This design comes from an exercise in tuning for small area, a short achievable clock period and few clock cycles per item on the open sky130 flow, not from production work.
In this exercise RTL edits were held to simulation tests only and were not proved equivalent to the original.
No activity file was given, so power comes from the tool's default toggle rates.

// prefix_add_unit
module prefix_add_unit (
  input  logic         clk_i,
  input  logic         rst_i,
  input  logic         flush_i,
  input  logic         req_valid_i,
  output logic         req_ready_o,
  input  logic [255:0] req_a_i,
  input  logic [255:0] req_b_i,
  input  logic         req_sub_i,
  input  logic         req_cin_i,
  output logic         resp_valid_o,
  input  logic         resp_ready_i,
  output logic [255:0] resp_sum_o,
  output logic         resp_cout_o,
  output logic         resp_ovf_o,
  output logic         busy_o
);
Size: about 2300 cells after synthesis, ~260 flip-flops, about 780 I/O pins, roughly 21000 µm² of cells after synthesis.
==> flow/config.mk <==
export PLATFORM = sky130hd
export DESIGN_NAME = prefix_add_unit
export DESIGN_NICKNAME = prefix_add_unit
export VERILOG_FILES = /design/flow/design.v
export SDC_FILE = /design/flow/constraint.sdc
export NUM_CORES = 4
export LEC_CHECK = 0
export CAP_MARGIN = 20
export CORE_ASPECT_RATIO = 0.28
export CORE_MARGIN = 2
export CORE_UTILIZATION = 50
export SETUP_SLACK_MARGIN = 1.6
export SLEW_MARGIN = 20
export SYNTH_HIERARCHICAL = 1
export SYNTH_MINIMUM_KEEP_SIZE = 0
export BUFFER_PORTS_ARGS = -buffer_cell sky130_fd_sc_hd__buf_1
==> flow/constraint.sdc <==
create_clock -name core_clock -period 5.5 [get_ports {clk_i}]
set_input_delay 1.1000 -clock core_clock [delete_from_list [all_inputs] [get_ports {clk_i}]]
set_output_delay 1.1000 -clock core_clock [all_outputs]
set_load 0.01 [all_outputs]
standard.sh (not shown) runs the stock make flow with config.mk's settings and CLKGATE_MAP_FILE= SYNTH_SCRIPT=/design/flow/synth_recipe.tcl, a recipe that flattens the netlist after the stock synthesis.
==> flow/flow/run.sh <==
#!/bin/bash
# Standard ORFS layout, except that the port buffers are the smallest
# buffer cell (buf_1) instead of the cell buffer_ports picks by default.
set -e
echo 'export BUFFER_PORTS_ARGS = -buffer_cell sky130_fd_sc_hd__buf_1' >> "$FLOW_CONFIG"
bash standard.sh > standard.log 2>&1
Testbench counts at the start, summed over its fixed seeds: cycles 1,288, items 1,280.
Change:
--- a/flow/flow/run.sh
+++ b/flow/flow/run.sh
@@ -5,2 +5,3 @@
 echo 'export BUFFER_PORTS_ARGS = -buffer_cell sky130_fd_sc_hd__buf_1' >> "$FLOW_CONFIG"
+echo "export RECOVER_POWER = 50" >> "$FLOW_CONFIG"
 bash standard.sh > standard.log 2>&1
Settings changed: CORE_ASPECT_RATIO 0.28 to unset, CORE_UTILIZATION 50 to 30, RECOVER_POWER set to 50.
What happened: Now the flow produced a layout that fails on capacitance limit, slew limit; cell area goes up by about 1.7%; routed wire length rises by 13%; via count drops by about 0.8%; setup slack is worse by 0.49 ns; power came out higher by 6.6%.
Change:
--- a/flow/flow/run.sh
+++ b/flow/flow/run.sh
@@ -5,3 +5,2 @@
 echo 'export BUFFER_PORTS_ARGS = -buffer_cell sky130_fd_sc_hd__buf_1' >> "$FLOW_CONFIG"
-echo "export RECOVER_POWER = 50" >> "$FLOW_CONFIG"
 bash standard.sh > standard.log 2>&1
Settings changed: CORE_ASPECT_RATIO set to 0.33, CORE_UTILIZATION 30 to 45, RECOVER_POWER 50 to unset, SETUP_SLACK_MARGIN 1.6 to 1.3.
What happened: With this change the flow finished clean; worst setup slack gains 0.38 ns; non-clock buffer count drops by 46; synthesized area does not change; total power drops by about 9%; worst hold slack loses 0.036 ns; cell count drops by 8.8%; clock skew climbs by 0.0049 ns; sequential power stays flat; synthesized cell count stays the same.
Change:
Settings changed: SETUP_SLACK_MARGIN 1.3 to 1.0.
Outcome:
- combinational power decreases by about 3%
- via count is about the same
- global-route usage goes up by 0.25 points
- worst setup slack degrades by 0.32 ns
- non-clock buffer count came out higher by 1
- cell area came out lower by 1.7%
- total power shrinks by about 1.3%
- count of clock-buffer cells in the layout rose by 3
- clock skew is about the same
Change:
Settings changed: SETUP_SLACK_MARGIN 1.0 to 1.8.
Outcome: Synthesized cell count is unchanged. Via count increases by 3.7%. Sequential power hardly moves. Power increases by about 9%. Clock power decreases by about 2%. Fmax increases by about 20%. Setup slack improved by 0.71 ns. Count of clock-buffer cells in the layout increases by 6. Routed wire length increases by about 6%. Cell count increases by about 1.5%.
Change:
Settings changed: CORE_ASPECT_RATIO 0.33 to unset, CORE_UTILIZATION 45 to 30, SETUP_SLACK_MARGIN 1.8 to 2.0.
The new run produced a clean layout; power increases by 9.7%; final area increases by 8.4%; wire length increases by 16%; setup slack improves by 0.017 ns; die area increases by 48%; register-to-register slack degrades by 0.06 ns; combinational power increases by 12%; hold slack degrades by 0.0068 ns; clock-buffer cell count increases by 4; via count increases by 1.2%; sequential share of layout area decreases by 2.0 points.

Another version of the RTL of prefix_add_unit (not shown whole).
Size: roughly 260 flip-flops, ~22,000 µm² of cells after synthesis.
export LEC_CHECK = 0
export ABC_CLOCK_PERIOD_IN_PS = 3000
export CAP_MARGIN = 20
export CORE_MARGIN = 2
export CORE_UTILIZATION = 50
export SLEW_MARGIN = 20
create_clock -name core_clock -period 5.5 [get_ports {clk_i}]
run.sh (not shown) runs the stock make flow with config.mk's settings and CLKGATE_MAP_FILE= SYNTH_SCRIPT=/design/flow/synth_recipe.tcl, a recipe that flattens the netlist after the stock synthesis.
Stock flow here: none of the scripts above is used.
The starting point stopped in I/O pin placement with PPL-0024.
Testbench counts at the start, summed over its fixed seeds: cycles 1,288, items 1,280.
==> next run, changes <==
--- a/flow/config.mk
+++ b/flow/config.mk
@@ -7,6 +7,6 @@
 export LEC_CHECK = 0
-export ABC_CLOCK_PERIOD_IN_PS = 3000
+export ABC_AREA = 1
 export CAP_MARGIN = 20
 export CORE_MARGIN = 2
-export CORE_UTILIZATION = 50
+export CORE_UTILIZATION = 30
 export SLEW_MARGIN = 20
The new run completed with no timing, DRC or antenna violations. Synthesized area went up by 25%. Synthesized cell count went up by 80%.
==> next run, changes <==
--- a/flow/config.mk
+++ b/flow/config.mk
@@ -7,6 +7,7 @@
 export LEC_CHECK = 0
-export ABC_AREA = 1
+export ABC_CLOCK_PERIOD_IN_PS = 3000
 export CAP_MARGIN = 20
 export CORE_MARGIN = 2
-export CORE_UTILIZATION = 30
+export CORE_UTILIZATION = 50
+export SETUP_SLACK_MARGIN = 1.5
 export SLEW_MARGIN = 20
The changed run died in I/O pin placement.
Area after synthesis goes down by about a fifth.
Synthesized cell count goes down by well over a third.

## job 101
prefix_add_unit again, from the RTL that the note above started with.
clock: 5.5 ns
lec_check: 0
abc_clock_period_in_ps: 3000
cap_margin: 20
core_margin: 2
core_utilization: 30
slew_margin: 20
Job 101 finished every stage and its layout cleared the timing, DRC and antenna checks.
Testbench counts of job 101, summed over its fixed seeds: cycles 1,288, items 1,280.
[inputs] job 102 vs job 101
==> flow/flow/run.sh (new file) <==
#!/bin/bash
# Standard ORFS layout, except that the port buffers are the smallest
# buffer cell (buf_1) instead of the cell buffer_ports picks by default.
set -e
echo 'export BUFFER_PORTS_ARGS = -buffer_cell sky130_fd_sc_hd__buf_1' >> "$FLOW_CONFIG"
bash standard.sh > standard.log 2>&1
==> flow/standard.sh (new file) <==
#!/bin/bash
# synth_recipe.tcl (not shown) runs the flow's synth.tcl, then flattens the netlist and writes it again
# the make line also repeats each setting of config.mk as NAME=value (left out here)
make -C /OpenROAD-flow-scripts/flow DESIGN_CONFIG=/design/flow/config.mk WORK_HOME=/design/flow/orfs CLKGATE_MAP_FILE= SYNTH_SCRIPT=/design/flow/synth_recipe.tcl "${@:-finish}"
--- a/flow/config.mk
+++ b/flow/config.mk
@@ -6,7 +6,8 @@
 export NUM_CORES = 4
 export LEC_CHECK = 0
-export ABC_CLOCK_PERIOD_IN_PS = 3000
 export CAP_MARGIN = 20
 export CORE_MARGIN = 2
 export CORE_UTILIZATION = 30
+export SETUP_SLACK_MARGIN = 1.5
 export SLEW_MARGIN = 20
+export BUFFER_PORTS_ARGS = -buffer_cell sky130_fd_sc_hd__buf_1
removed: flow/run.sh
Findings:
From job 101 to job 102 the numbers moved as follows: first-pass GRT wire length now sits lower; highest fanout seen on the critical path now sits lower. Number of antenna cells inserted: lower on job 102. Job 102 | stages: all done | timing, DRC, antenna: all pass. On job 102: static leakage power is about 3.7% lower than what job 101 gave. Job 102 against job 101: portion of the layout cell area used by non-clock buffers now smaller, maximum achievable frequency now larger, post-route cell area now smaller, worst setup slack after layout now larger, proportion of cell area spent on the clock network now larger. Delta(via count, job 102 - job 101) > 0.

## v38
RTL: one of the versions met above, not the one the previous note started from.
Size in the first run: about 780 I/O pins, roughly 20000 um2 of cells after synthesis.
## prefix_add_unit
module prefix_add_unit (
  input  logic         clk_i,
  input  logic         rst_i,
  input  logic         flush_i,
  input  logic         req_valid_i,
  output logic         req_ready_o,
  input  logic [255:0] req_a_i,
  input  logic [255:0] req_b_i,
  input  logic         req_sub_i,
  input  logic         req_cin_i,
  output logic         resp_valid_o,
  input  logic         resp_ready_i,
  output logic [255:0] resp_sum_o,
  output logic         resp_cout_o,
  output logic         resp_ovf_o,
  output logic         busy_o
);
export LEC_CHECK = 0
export CAP_MARGIN = 20
export CORE_ASPECT_RATIO = 0.33
export CORE_MARGIN = 2
export CORE_UTILIZATION = 45
export SETUP_SLACK_MARGIN = 1.6
export SLEW_MARGIN = 20
export SYNTH_HIERARCHICAL = 1
export SYNTH_MINIMUM_KEEP_SIZE = 0
export BUFFER_PORTS_ARGS = -buffer_cell sky130_fd_sc_hd__buf_1
create_clock -name core_clock -period 5.5 [get_ports {clk_i}]
standard.sh (not shown) runs the stock make flow with config.mk's settings and CLKGATE_MAP_FILE= SYNTH_SCRIPT=/design/flow/synth_recipe.tcl, a recipe that flattens the netlist after the stock synthesis.
==> flow/flow/run.sh <==
#!/bin/bash
# Standard ORFS layout, except that the port buffers are the smallest
# buffer cell (buf_1) instead of the cell buffer_ports picks by default,
# and ABC sizes the gates for a light load (1 fF instead of the platform's
# 5 fF), leaving upsizing to the timing repair that follows placement.
set -e
echo 'export BUFFER_PORTS_ARGS = -buffer_cell sky130_fd_sc_hd__buf_1' >> "$FLOW_CONFIG"
bash standard.sh ABC_LOAD_IN_FF=1 finish > standard.log 2>&1
Testbench counts of v38, summed over its fixed seeds: cycles 1,288, items 1,280.
Inputs modified between v38 and v45:
==> flow/flow/run.sh <==
#!/bin/bash
# Standard ORFS layout, except that the port buffers are the smallest
# buffer cell (buf_1) instead of the cell buffer_ports picks by default.
set -e
echo 'export BUFFER_PORTS_ARGS = -buffer_cell sky130_fd_sc_hd__buf_1' >> "$FLOW_CONFIG"
bash standard.sh > standard.log 2>&1
Findings:
- No stage failed in v45, and the final checks on the layout all came back clean.
- The overall power of the completed layout reported for v45 is greater than that of v38 by 120 uW.
- v45 vs v38: signed area change from the synthesized netlist to the final layout down
- The sequential fraction of the synthesis area in v45 sits 1.7 points below the value recorded for v38.
- v45 vs v38: cell count after placement up slightly
- Estimated wirelength of the detail-placed design was higher in the run labelled v45.
> inputs changed (v45 -> v56)
- changing SETUP_SLACK_MARGIN from 1.6 to 1.5
- changing CORE_UTILIZATION from 45 to 30
- setting PLACE_DENSITY to 0.8 for the first time
- removing CORE_ASPECT_RATIO (formerly 0.33)
--- outcome ---
Diff v45 -> v56: first-pass GRT wire length moved up; final net count higher; routed wire length up about 20%; width of the die fell 110 um.
The inputs of v26 differ from those of v56 as listed below.
- removing PLACE_DENSITY (formerly 0.8)
- changing SETUP_SLACK_MARGIN from 1.5 to 0.6
- changing CORE_UTILIZATION from 30 to 45
- setting CORE_ASPECT_RATIO to 0.33 for the first time
Notes after the runs:
- Per the comparison of v26 with v56, clock transition at the registers of the reported paths increased by 0.02 ns relative to the old numbers; number of logic stages on the critical path including buffering increased by 2 relative to the old numbers; standard-cell row count decreased by about 54% relative to the old numbers; combinational group share of total power decreased by 1.7 points relative to the old numbers.
- Taking v56 as the reference point, the filler cell count in the final layout of v26 falls by 35%.
- Compared with v56, in v26 post-route minimum period increased 0.56 ns; global routing usage summed across all routing layers increased 5.6 points.
- Capturing instance or port of the critical path: sum_q[255] -> v26, sum_q[183] -> v56
- After synthesis and placement, the instance count of v26 is below that of v56.
[inputs] v48 vs v26
- swapping 45 for 30 in CORE_UTILIZATION
- swapping 0.6 for 1.5 in SETUP_SLACK_MARGIN
- clearing CORE_ASPECT_RATIO, which used to be 0.33
### Flow results
v48: no failed stages, no open violations at the end. v26: no failed stages, no open violations at the end. Re non-clock buffer count: v48 is 13 up on v26. In the metrics for v26 and v48, the one carrying the higher wire length after detailed routing is v48. Taking v48 over v26, the number of tap instances ratio works out to 1.5. Compared with v26, in v48 share of total power consumed by net switching shrank by 0.42 points; worst setup slack grew by 0.58 ns; die outline width shrank by about 30%; utilization after layout shrank by 16 points; data arrival time of the critical path shrank by 0.64 ns. Delta (v48 minus v26): count of clock-buffer cells in the layout increased 15; final RePlAce weighted congestion lower; total vias in the final route picked up an extra about 0.46%.

==> port drivers added, routing unchanged <==
Ports are ideal in the flow. The routed layouts listed here were re-timed in OpenROAD. Step 1 assumes that a clkbuf_16 drives the clock port and a buf_2 every other input. Step 2 times the ports against the registers' clock, not the clock port: input delays grow and output delays shrink by t, the midpoint of the rising clock arrivals with the driver on. Slacks: ideal ports / drivers / drivers and shift; pairs: ideal ports / drivers.
run | t (ns) | setup slack, ns | worst setup path after step 2
the first run of note 1 | 0.609 | 1.553 / 1.567 / 0.957 | input to register
the second run of note 1 | 0.593 | 1.064 / 1.097 / 0.504 | input to register
the third run of note 1 | 0.609 | 1.439 / 1.459 / 0.850 | input to register
the fourth run of note 1 | 0.609 | 1.119 / 1.139 / 0.530 | input to register
the fifth run of note 1 | 0.617 | 1.828 / 1.720 / 1.103 | input to register
the sixth run of note 1 | 0.591 | 1.846 / 1.587 / 0.997 | input to register
the second run of note 2 | 0.618 | 1.041 / 1.052 / 0.434 | input to register
job 101 | 0.602 | 0.404 / 0.407 / -0.195 | input to register
job 102 | 0.611 | 0.733 / 0.744 / 0.133 | input to register
v38 | 0.606 | 1.602 / 1.489 / 0.883 | input to register
v45 | 0.617 | 1.624 / 1.630 / 1.013 | input to register
v56 | 0.598 | 1.535 / 1.437 / 0.839 | input to register
v26 | 0.628 | 0.971 / 1.004 / 0.376 | input to register
v48 | 0.596 | 1.553 / 1.571 / 0.975 | input to register
Met with ideal ports but missed after step 2: setup timing in job 101. For the sixth run of note 1, which loses most, drivers alone change the setup slack by -0.259 ns; drivers and shift together by -0.849 ns.
